Background: an optimization exercise with open tools, aiming at a short achievable clock period and few clock cycles per item. Do not read the settings as production practice.
Function was checked by simulation only, so behaviour that the tests miss may differ from the original.
Power is estimated from default activity; no workload was simulated.

## design/flow/config.mk

```make
export PLATFORM = sky130hd
export DESIGN_NAME = array_stack_with_search_top
export DESIGN_NICKNAME = array_stack_with_search_top
export VERILOG_FILES = /design/flow/design.v
export SDC_FILE = /design/flow/constraint.sdc
export NUM_CORES = 4
export LEC_CHECK = 0
export CAP_MARGIN = 20
export CORE_MARGIN = 2
export CORE_UTILIZATION = 40
export SLEW_MARGIN = 20
```

## design/flow/run.sh

```bash
#!/bin/bash
# synth_recipe.tcl (not shown) runs the flow's synth.tcl, then flattens the netlist and writes it again
# the make line also repeats each setting of config.mk as NAME=value (left out here)
make -C /OpenROAD-flow-scripts/flow DESIGN_CONFIG=/design/flow/config.mk WORK_HOME=/design/flow/orfs CLKGATE_MAP_FILE= SYNTH_SCRIPT=/design/flow/synth_recipe.tcl finish
```

## design/flow/constraint.sdc

```tcl
create_clock -name core_clock -period 6.0 [get_ports {i_clk}]
set_input_delay 1.2000 -clock core_clock [delete_from_list [all_inputs] [get_ports {i_clk}]]
set_output_delay 1.2000 -clock core_clock [all_outputs]
set_load 0.01 [all_outputs]
```

## design/flow/design.v

```verilog
package asws_pkg;
    localparam int DEPTH_DEFAULT = 64;
    localparam int WORD_W = 32;
    localparam logic [2:0] CMD_PUSH   = 3'd0;
    localparam logic [2:0] CMD_POP    = 3'd1;
    localparam logic [2:0] CMD_PEEK   = 3'd2;
    localparam logic [2:0] CMD_SEARCH = 3'd3;
    localparam logic [2:0] CMD_SET    = 3'd4;
    localparam logic [2:0] CMD_CLEAR  = 3'd5;
    localparam logic [2:0] ST_OK      = 3'd0;
    localparam logic [2:0] ST_EMPTY   = 3'd1;
    localparam logic [2:0] ST_FULL    = 3'd2;
    localparam logic [2:0] ST_BADPOS  = 3'd3;
    localparam logic [2:0] ST_NOMATCH = 3'd4;
    typedef struct packed {
        logic        [2:0]        command;
        logic signed [WORD_W-1:0] value;
        logic        [6:0]        position;
    } t_in_item;
    typedef struct packed {
        logic        [2:0]        status;
        logic signed [WORD_W-1:0] data;
        logic        [6:0]        match_position;
        logic                     last;
    } t_out_item;
endpackage
module asws_ram #(
    parameter  int WIDTH = 32,
    parameter  int DEPTH = 64,
    localparam int AW    = (DEPTH > 1) ? $clog2(DEPTH) : 1
) (
    input  logic             i_clk,
    input  logic             i_we,
    input  logic [AW-1:0]    i_waddr,
    input  logic [WIDTH-1:0] i_wdata,
    input  logic [AW-1:0]    i_raddr,
    output logic [WIDTH-1:0] o_rdata
);
    logic [WIDTH-1:0] r_mem [DEPTH];
    logic [WIDTH-1:0] r_rdata;
    always_ff @(posedge i_clk) begin
        if (i_we) begin
            r_mem[i_waddr] <= i_wdata;
        end
        r_rdata <= r_mem[i_raddr];
    end
    assign o_rdata = r_rdata;
endmodule
module array_stack_with_search_top #(
    parameter int DEPTH = asws_pkg::DEPTH_DEFAULT
) (
    input  logic                 i_clk,
    input  logic                 i_rst_n,
    input  logic                 start,
    output logic                 busy,
    input  logic [41:0]          i_item_bits,
    output logic                 o_strobe,
    output logic [42:0]          o_result_bits
);
    asws_pkg::t_in_item  i_item;
    asws_pkg::t_out_item o_result;
    assign i_item        = asws_pkg::t_in_item'(i_item_bits);
    assign o_result_bits = o_result;
    localparam int AW = (DEPTH > 1) ? $clog2(DEPTH) : 1;
    localparam int CW = $clog2(DEPTH + 1);
    logic [CW-1:0] r_count;
    logic          r_s1_valid;
    logic [2:0]    r_s1_status;
    logic          r_s1_use_q;
    logic                            r_scan;
    logic [CW-1:0]                   r_scan_addr;
    logic                            r_cmp_valid;
    logic [6:0]                      r_cmp_pos;
    logic                            r_cmp_final;
    logic signed [asws_pkg::WORD_W-1:0] r_key;
    logic                            r_pend_valid;
    logic [6:0]                      r_pend_pos;
    logic                            r_flush;
    logic                 r_strobe;
    logic                 n_strobe;
    asws_pkg::t_out_item  r_out;
    asws_pkg::t_out_item  n_out;
    logic                         ram_we;
    logic [AW-1:0]                ram_waddr;
    logic [AW-1:0]                ram_raddr;
    logic [asws_pkg::WORD_W-1:0]  ram_q;
    logic          accept;
    logic          full;
    logic          empty;
    logic          pos_ok;
    logic          hit;
    logic [CW-1:0] cnt_m1;
    logic [6:0]    pos_m1;
    logic [CW-1:0] scan_next;
    assign accept    = start && !busy;
    assign full      = (r_count == CW'(DEPTH));
    assign empty     = (r_count == '0);
    assign pos_ok    = (i_item.position != 7'd0) && (i_item.position <= 7'(r_count));
    assign cnt_m1    = r_count - CW'(1);
    assign pos_m1    = i_item.position - 7'd1;
    assign scan_next = r_scan_addr + CW'(1);
    assign hit       = (ram_q == r_key);
    assign busy      = r_scan || r_cmp_valid || r_flush;
    always_comb begin
        ram_we    = 1'b0;
        ram_waddr = r_count[AW-1:0];
        ram_raddr = r_scan_addr[AW-1:0];
        if (accept) begin
            case (i_item.command)
                asws_pkg::CMD_PUSH: begin
                    ram_we    = !full;
                    ram_waddr = r_count[AW-1:0];
                end
                asws_pkg::CMD_POP, asws_pkg::CMD_PEEK: begin
                    ram_raddr = cnt_m1[AW-1:0];
                end
                asws_pkg::CMD_SEARCH: begin
                    ram_raddr = '0;
                end
                asws_pkg::CMD_SET: begin
                    ram_we    = pos_ok;
                    ram_waddr = pos_m1[AW-1:0];
                end
                default: begin
                    ram_we = 1'b0;
                end
            endcase
        end
    end
    asws_ram #(
        .WIDTH (asws_pkg::WORD_W),
        .DEPTH (DEPTH)
    ) u_ram (
        .i_clk   (i_clk),
        .i_we    (ram_we),
        .i_waddr (ram_waddr),
        .i_wdata (i_item.value),
        .i_raddr (ram_raddr),
        .o_rdata (ram_q)
    );
    always_ff @(posedge i_clk) begin
        if (!i_rst_n) begin
            r_count    <= '0;
            r_s1_valid <= 1'b0;
        end else begin
            r_s1_valid <= 1'b0;
            if (accept) begin
                case (i_item.command)
                    asws_pkg::CMD_PUSH: begin
                        r_s1_valid  <= 1'b1;
                        r_s1_use_q  <= 1'b0;
                        r_s1_status <= full ? asws_pkg::ST_FULL : asws_pkg::ST_OK;
                        if (!full) begin
                            r_count <= r_count + CW'(1);
                        end
                    end
                    asws_pkg::CMD_POP, asws_pkg::CMD_PEEK: begin
                        r_s1_valid  <= 1'b1;
                        r_s1_use_q  <= !empty;
                        r_s1_status <= empty ? asws_pkg::ST_EMPTY : asws_pkg::ST_OK;
                        if (!empty && i_item.command == asws_pkg::CMD_POP) begin
                            r_count <= cnt_m1;
                        end
                    end
                    asws_pkg::CMD_SEARCH: begin
                        r_s1_valid  <= empty;
                        r_s1_use_q  <= 1'b0;
                        r_s1_status <= asws_pkg::ST_NOMATCH;
                    end
                    asws_pkg::CMD_SET: begin
                        r_s1_valid  <= 1'b1;
                        r_s1_use_q  <= 1'b0;
                        r_s1_status <= pos_ok ? asws_pkg::ST_OK : asws_pkg::ST_BADPOS;
                    end
                    asws_pkg::CMD_CLEAR: begin
                        r_s1_valid  <= 1'b1;
                        r_s1_use_q  <= 1'b0;
                        r_s1_status <= asws_pkg::ST_OK;
                        r_count     <= '0;
                    end
                    default: begin
                        r_s1_valid <= 1'b0;
                    end
                endcase
            end
        end
    end
    always_ff @(posedge i_clk) begin
        if (!i_rst_n) begin
            r_scan       <= 1'b0;
            r_cmp_valid  <= 1'b0;
            r_pend_valid <= 1'b0;
            r_flush      <= 1'b0;
        end else begin
            r_cmp_valid <= 1'b0;
            r_flush     <= 1'b0;
            if (accept && i_item.command == asws_pkg::CMD_SEARCH && !empty) begin
                r_key        <= i_item.value;
                r_cmp_valid  <= 1'b1;
                r_cmp_pos    <= 7'd1;
                r_cmp_final  <= (r_count == CW'(1));
                r_scan_addr  <= CW'(1);
                r_scan       <= (r_count != CW'(1));
                r_pend_valid <= 1'b0;
            end else if (r_scan) begin
                r_cmp_valid <= 1'b1;
                r_cmp_pos   <= 7'(r_scan_addr) + 7'd1;
                r_cmp_final <= (scan_next == r_count);
                r_scan_addr <= scan_next;
                r_scan      <= (scan_next != r_count);
            end
            if (r_cmp_valid) begin
                if (hit) begin
                    r_pend_valid <= 1'b1;
                    r_pend_pos   <= r_cmp_pos;
                end
                r_flush <= r_cmp_final;
            end
            if (r_flush) begin
                r_pend_valid <= 1'b0;
            end
        end
    end
    always_comb begin
        n_strobe = 1'b0;
        n_out    = '0;
        if (r_s1_valid) begin
            n_strobe      = 1'b1;
            n_out.status  = r_s1_status;
            n_out.data    = r_s1_use_q ? ram_q : '0;
            n_out.last    = 1'b1;
        end else if (r_cmp_valid && hit && r_pend_valid) begin
            n_strobe             = 1'b1;
            n_out.status         = asws_pkg::ST_OK;
            n_out.match_position = r_pend_pos;
            n_out.last           = 1'b0;
        end else if (r_flush) begin
            n_strobe             = 1'b1;
            n_out.status         = r_pend_valid ? asws_pkg::ST_OK : asws_pkg::ST_NOMATCH;
            n_out.match_position = r_pend_valid ? r_pend_pos : 7'd0;
            n_out.last           = 1'b1;
        end
    end
    always_ff @(posedge i_clk) begin
        if (!i_rst_n) begin
            r_strobe <= 1'b0;
        end else begin
            r_strobe <= n_strobe;
        end
        r_out <= n_out;
    end
    assign o_strobe = r_strobe;
    assign o_result = r_out;
endmodule
```

==> results.toml <==
[global_routing]
grt_first_pass_wirelength_mm = 376
use_met3 = 0.0412
grt_pass1_vias = 51700
antenna_found_initial = 20
met2_usage = 0.377
grt-ovfl-total = 0
use_met1 = 0.332
grt_util_all_layers = 0.239
busiest_layer = "met2"
grt_max_degree = 95

[critical_path]
critPathKind = "input pin to flip-flop"
endpoint_kind = "flip-flop"
crit_fanout = 18
timing.rr.start = "r_count[0]"
r2r-end = "u_ram.r_rdata[9]"
start_kind = "input pin"
reg2regPathDepth = 13
worstPathRequired_ns = 6.80
ff2ff_setup_slack_ns = 1.14
critical_path_arrival_ns = 5.80

[detailed_routing]
first_pass_iters = 8
vias_per_cell = 5.90
ant_nets = 0
wl_per_cell_um = 28.9
num_vias = 54300
drt_iter0_markers = 7612
wirelength_mm = 266
drcViolationCount = 0

[hold_path]
hold_end = "r_out[4]"
hold_start = "r_pend_pos[3]"
hold_path_class = "flip-flop to flip-flop"
min_path_cells = 1

[sta]
fmax_mhz = 200
period_share = 0.834
slew_violations = 0
fin_worst_skew_ns = 0.0238
slew_headroom = 0.152
tightest_slew_ns = 1.27
setup_violations = 0
hold_violations = 0
finalCriticalPeriod_ns = 5.01
totalNegativeSetupSlack_ns = 0
rsz0062_at_grt = "false"

[clocking]
cts_made_buffers = 219
cts_resized = 0
post_cts_buffers = 0
ctsHoldBuffers = 0
cts_sinks = 2187
clk_pin_slew_ns = 0.06
root_buffer = "clkbuf_16"
worstSkewPairLatency_ns = 0.86
clockBufferDepth = 3
cts_tree = "built"
htreeDepth = 4

[yosys]
synth_edf_count = 2099
ys_warn_count = 2
syn-cell-area_um2 = 85900
syn-mean-instance-area_um2 = 14.4
yosysSeqAreaShare = 0.754
synthArstFlopShare = 0
yosys-top-cells-area = "edfxtp_1 (73%), nand2_1 (5.6%), mux2i_1 (2.6%), dfxtp_1 (2.1%), nand3_1 (1.8%)"
synthFlopType = "edfxtp_1"
yosysTopAreaCell = "edfxtp_1"
synth_fp_nets = 6034
postSynthCellCount = 5976
synth.distinct_cells = 75
synth_top_area_frac = 0.734
synth_seq_cells = 2187

[cells_and_area]
nets = 6232
fin_util = 0.464
drive_gt1_frac = 0.115
syn2layout_area_growth_pct = 15.5

[floorplan]
placementRows = 170
initial_core_util = 0.401
core_area_um2 = 214000
chipWidth_um = 467
die_area_um2 = 218000
io_pins = 90
fp.dieH_um = 467

[power]
power.switching_w = 0.00765
cellInternalPower_w = 0.0250
leakage_nw = 33.2
peakVddDrop_mv = 0.298
clockPowerShare = 0.405
p_per_area_nw_per_um2 = 329
power.share.combinational = 0.077
netSwitchingFraction = 0.234
finalPower_w = 0.0327
seq_power_share = 0.518

[flow_run]
cap_violations = 0

[placed_design]
gp_congestion = 0.882
dpl.hpwl_mm = 142
numPortBuffers = 89

[outcome]
status = "complete, no violations"
==> registers in the layout, summed over array words and instances (netlist names), 3 cells and up <==
register / flops
r_count: 7
r_cmp_pos: 7
r_s1_status: 3
r_key: 32
u_ram.r_mem: 2048
r_pend_pos: 7
r_out: 43
u_ram.r_rdata: 32
==> synth_stat cells (all sizes together), types with 5 or more instances <==
cell type	count
a32oi	15
a311oi	163
o22ai	105
xor2	13
a221oi	6
a22oi	14
nand3	307
o32ai	29
nor4	79
a32o	11
edfxtp	2099
xnor2	42
o32a	10
o21a	9
clkbuf	186
nor3	15
a31oi	126
o211ai	10
a21oi	234
nand4	21
a21o	22
and3	209
dfxtp	88
nand2	1276
nand2b	5
inv	15
nor2	151
and2	14
or4	5
o221ai	5
mux2i	220
a211oi	173
ha	13
o21ai	23
buf	226
==> metrics by stage <==
stage	std cells	hold WS [ns]	setup slack [ns]	instance area, um2
2_1_floorplan	5976	0.420	1.37	85900
3_3_place_gp	8788	0.428	-0.714	92300
3_5_place_dp	8791	0.426	0.254	92300
4_1_cts	9192	0.440	1.16	99200
5_1_grt	9193	0.455	1.03	99200
6_report	9197	0.438	0.995	99200
==> cell usage in the layout (no fill, tap or decap), types with 15 or more instances in the layout <==
cell             Yosys  layout
dfxtp_1             88      88
nor4_1              79      68
nand4_1             20      20
buf_4               59     188
edfxtp_1          2099    2099
a21oi_1            234     233
a311oi_1           163     163
buf_12               0     112
clkbuf_8             0      18
clkinv_2             0      20
xnor2_1             42      42
clkdlybuf4s50_1      0      57
a32oi_1             15      15
a211oi_1           173     173
nor2_1             151      85
and3_1             209     209
clkbuf_1           186      65
inv_1               15      15
nand2_1           1274    1274
clkinv_1             1      48
a21o_1              22      22
o22ai_1            105     104
clkbuf_16            0     223
o32ai_1             28      28
buf_2              124      32
a31oi_1            126     126
mux2i_1            220     219
o21ai_0             19      19
nor2_4               0      66
nand3_1            307     307
==> power groups by stage <==
stage               logic (W)  clock network (W)  registers (W)
floorplan             0.00125                  0         0.0171
global placement      0.00243                  0         0.0172
detailed placement    0.00246                  0         0.0172
CTS                   0.00247             0.0134         0.0169
global route          0.00263             0.0139         0.0169
finish                0.00250             0.0132         0.0169
==> area by class of cell <==
cell class | count | area (um2)
clock buffers | 306 | 6070
well taps | 2838 | 3550
clock inverters | 95 | 816
repair buffers | 389 | 4380
flip-flops and latches | 2187 | 64800
multi-input cells | 3361 | 19600
inverters | 16 | 60.1
fillers | 18700 | 115000
diodes | 5 | 12.5
==> logic make-up (layout without fill, tap and decap cells) <==
| group | after synthesis | count (layout) | share of synthesized area |
|---|---|---|---|
| muxes | 221 | 221 | 0.0258 |
| adders and majority gates | 13 | 13 | 0.00189 |
| other | 0 | 5 | 0 |
| xor gates and xnor gates | 55 | 55 | 0.00561 |
| and+or+nand+nor | 2093 | 2093 | 0.107 |
| DFF | 2187 | 2187 | 0.754 |
| AOI/OAI and AO/OA | 979 | 979 | 0.0796 |
| buffers and inverters | 428 | 806 | 0.0260 |
==> worst max path at each step <==
| stage | startpoint | to | slack (ns) | cells past startpoint |
|---|---|---|---|---|
| 2_1_floorplan | i_item_bits[1] | u_ram.r_mem[45][0] | 1.37 | 9 |
| 3_3_place_gp | start | u_ram.r_rdata[9] | -0.71 | 11 |
| 3_5_place_dp | start | u_ram.r_rdata[9] | 0.25 | 13 |
| 4_1_cts | start | u_ram.r_rdata[9] | 1.16 | 13 |
| 5_1_grt | i_item_bits[39] | u_ram.r_rdata[9] | 1.03 | 12 |
| 6_report | i_item_bits[39] | u_ram.r_rdata[9] | 0.99 | 10 |
==> worst max-delay path, stage by stage <==
cell             delay (ns)
clkdlybuf4s50_1        0.73
xor2_1                 0.43
nand2_1                0.25
a21oi_1                0.39
mux2_2                 0.63
nand2_1                0.37
buf_4                  0.40
o22ai_1                1.02
buf_4                  0.25
a21o_1                 0.09
==> routing by layer <==
layer / part of all wire / wire length (um) / up-vias
li1: - / - / 23300
met1: 0.40 / 107000 / 27600
met2: 0.46 / 122000 / 3014
met3: 0.099 / 26300 / 447
met4: 0.041 / 10800 / 4
met5: 0.00010 / 27 / -
Testbench counts, summed over its fixed seeds: cycles 67,643, items 4,800.

## static timing again, ports no longer ideal
The flow's constraints put no driver on any port. The routed layout listed below was extracted and timed again, unchanged, in two steps. Step 1 sets driving cells, clkbuf_16 on the clock port and buf_2 on the other inputs (assumed; they add their load-dependent delay and slew). Step 2 moves the port delays by t, midway between the first and last clock arrival at a register: inputs arrive t later, outputs are due t later. That takes back most of the time a late clock gives input paths. a / b / c = ideal ports / drivers / drivers and shift; a / b = the first two.
t (ns): 0.952
setup slack, ns: 0.995 / 1.013 / 0.062
clock arrival spread, ns: 0.032 / 0.031
worst slew at a driven data input, ns: 0.07
cell pins on the clock port's net: 1
After both steps setup and hold are still met in this run. The setup slack of this run moves by +0.018 ns with the drivers and by -0.933 ns with both steps.
